Background: an optimization exercise with open tools, aiming at a short achievable clock period and few clock cycles. Do not read the settings as production practice. Only simulation tests tie the RTL to the original design; equivalence was not proved. No activity file was given, so power comes from the tool's default toggle rates.

==> branch raven: inputs <==
Design cpuTopFlat, start of the top module:
module cpuTopFlat (
  input  wire logic        Clock,
  input  wire logic        rstN,
  input  wire logic [11:0] s_awaddr,
  input  wire logic        s_awvalid,
  output logic             s_awready,
  input  wire logic [31:0] s_wdata,
  input  wire logic [3:0]  s_wstrb,
  input  wire logic        s_wvalid,
  output logic             s_wready,
  output logic             s_bvalid,
  output logic [1:0]       s_bresp,
  input  wire logic        s_bready,
  input  wire logic [11:0] s_araddr,
  input  wire logic        s_arvalid,
  output logic             s_arready,
  output logic             s_rvalid,
  output logic [31:0]      s_rdata,
  output logic [1:0]       s_rresp,
  input  wire logic        s_rready
);
make LEC_CHECK=0 CAP_MARGIN=40 CELL_PAD_IN_SITES_DETAIL_PLACEMENT=1 CELL_PAD_IN_SITES_GLOBAL_PLACEMENT=2 CORE_MARGIN=2 CORE_UTILIZATION=25 PLACE_DENSITY=0.55 SETUP_SLACK_MARGIN=5 SLEW_MARGIN=60 TNS_END_PERCENT=20 finish   # period 10.0 ns
run.sh (not shown) runs the stock make flow with config.mk's settings and CLKGATE_MAP_FILE= SYNTH_SCRIPT=/design/flow/synth_recipe.tcl, a recipe that flattens the netlist after the stock synthesis.
==> inputs of branch pepper, as changes to branch raven <==
--- a/flow/design.v
+++ b/flow/design.v
@@ -310,14 +310,17 @@
   assign br1F = op1 == 6'd0 || op1 == 6'd1 || op1 == 6'd2;
   assign hlt1F = op1 == 6'd63;
   assign a1F = st1F ? w1[9:8] : w1[4:3];
   assign b1F = w1[1:0];
   assign rdA1F = alu1F || st1F;
   assign rdB1F = readsBOp(op1);
-  assign fwdA = wr0F && rdA1F && a1F == dst0F;
-  assign fwdB = wr0F && rdB1F && b1F == dst0F;
+  assign fwdA = (alu0F && ((alu1F && w1[4:3] == w0[7:6]) || (st1F && w1[9:8] == w0[7:6])))
+             || ((movl0F || ld0F) && ((alu1F && w1[4:3] == w0[9:8])
+                                      || (st1F && w1[9:8] == w0[9:8])));
+  assign fwdB = rdB1F && ((alu0F && w1[1:0] == w0[7:6])
+                          || ((movl0F || ld0F) && w1[1:0] == w0[9:8]));
   assign raw = (fwdA || fwdB) && !(movl0F && alu1F);
   assign stHitsW1 = st0F && (w0[7:0] == fpc1 || w0[7:0] == fpc2 || w0[7:0] == fpc3);
   assign fold1 = br1F && !stHitsW1;
   assign pairOk = !br1F && !hlt1F && !raw && !stHitsW1
                && !((ld0F || st0F) && (ld1F || st1F));
   assign tgt0 = w0[7:0];
CORE_UTILIZATION = 30   (was 25)
PLACE_DENSITY = 0.65   (was 0.55)
==> inputs of branch xenon, as changes to branch raven <==
--- a/flow/design.v
+++ b/flow/design.v
@@ -310,14 +310,17 @@
   assign br1F = op1 == 6'd0 || op1 == 6'd1 || op1 == 6'd2;
   assign hlt1F = op1 == 6'd63;
   assign a1F = st1F ? w1[9:8] : w1[4:3];
   assign b1F = w1[1:0];
   assign rdA1F = alu1F || st1F;
   assign rdB1F = readsBOp(op1);
-  assign fwdA = wr0F && rdA1F && a1F == dst0F;
-  assign fwdB = wr0F && rdB1F && b1F == dst0F;
+  assign fwdA = (alu0F && ((alu1F && w1[4:3] == w0[7:6]) || (st1F && w1[9:8] == w0[7:6])))
+             || ((movl0F || ld0F) && ((alu1F && w1[4:3] == w0[9:8])
+                                      || (st1F && w1[9:8] == w0[9:8])));
+  assign fwdB = rdB1F && ((alu0F && w1[1:0] == w0[7:6])
+                          || ((movl0F || ld0F) && w1[1:0] == w0[9:8]));
   assign raw = (fwdA || fwdB) && !(movl0F && alu1F);
   assign stHitsW1 = st0F && (w0[7:0] == fpc1 || w0[7:0] == fpc2 || w0[7:0] == fpc3);
   assign fold1 = br1F && !stHitsW1;
   assign pairOk = !br1F && !hlt1F && !raw && !stHitsW1
                && !((ld0F || st0F) && (ld1F || st1F));
   assign tgt0 = w0[7:0];
==> run summary <==
* Routability Congestion: 1.01
* Layout multi-input combinational cell count: 8,959
* Multiplexer fraction of the synthesized cell area: 5.52%
* Length of routed wiring on met1: 418 mm
* Power after layout: 23.2 mW
* Outcome: complete, no violations
- In this run the register-to-register setup slack is 3.44 ns.
- Counting cells, the worst reg-to-reg path comes to 24.
* Clock buffers created by TritonCTS: 310
- Commonest cells after routing, fill and taps aside: 2,102 x sky130_fd_sc_hd__edfxtp_1, 1,061 x sky130_fd_sc_hd__buf_4, 812 x sky130_fd_sc_hd__nand3_1, 790 x sky130_fd_sc_hd__nand2_1, 787 x sky130_fd_sc_hd__a22oi_1
- The floorplan has 269 rows.
[end of results for branch raven]
==> run summary <==
- The run finished with no timing, DRC or antenna violations.
- Routability Congestion: 1.01
- The detailed router put a total of 394 mm of wire on met1.
- Multiplexer fraction of the synthesized cell area: 5.35%
* Flop-to-flop setup slack: 3.81 ns
* Layout multi-input combinational cell count: 9,084
- Placement row count: 269
- Number of cells traversed by the worst register-to-register path: 25
- In the layout the commonest cells are 2,102 x sky130_fd_sc_hd__edfxtp_1, 1,024 x sky130_fd_sc_hd__nand3_1, 996 x sky130_fd_sc_hd__buf_4, 842 x sky130_fd_sc_hd__a22oi_1, 752 x sky130_fd_sc_hd__nand2_1.
[end of results for branch xenon]
==> run summary <==
- The run finished with no timing, DRC or antenna violations.
- TritonCTS created 303 clock buffers.
- The detailed router put a total of 390 mm of wire on met1.
- Placement row count: 246
- Layout multi-input combinational cell count: 9,086
* Flop-to-flop setup slack: 3.94 ns
- Final worst path period share: 60.6%
- The tree is rooted in a sky130_fd_sc_hd__clkbuf_16.
* Detailed Routing Iterations Pass 1: 11
- Power after layout: 23.3 mW
* Routability Congestion: 1.04
* Number of cells traversed by the worst register-to-register path: 15
[end of results for branch pepper]
Testbench counts of branch raven, summed over its fixed seeds: cycles 6,563.
Testbench counts of branch pepper, summed over its fixed seeds: cycles 6,563.
Testbench counts of branch xenon, summed over its fixed seeds: cycles 6,563.

what the ideal ports hide:
The results above use ideal ports. As a check the final layouts listed here were re-extracted and re-timed, cells and wires unchanged. Step 1 sets driving cells, clkbuf_16 on the clock port and buf_2 on the other inputs (assumed; they add their load-dependent delay and slew). Step 2 also shifts input and output timing later by t, the mid clock arrival at the registers, as if the neighbouring blocks saw the same clock. Slacks: ideal / step 1 / step 2; pairs: ideal / step 1.
| run | t, ns | slack for setup (ns) | clock arrival spread, ns | worst slew at a driven data input, ns | pins driven straight from the clock port |
|---|---|---|---|---|---|
| branch raven | 1.142 | 3.440 / 3.440 / 3.214 | 0.075 / 0.075 | 0.06 | 1 |
| branch pepper | 1.111 | 3.938 / 3.938 / 3.919 | 0.067 / 0.066 | 0.07 | 1 |
| branch xenon | 1.138 | 3.808 / 3.808 / 3.326 | 0.070 / 0.070 | 0.06 | 1 |
After both steps setup and hold are still met in every run listed. For branch xenon, which loses most, drivers alone change the setup slack by 0.000 ns; drivers and shift together by -0.482 ns.
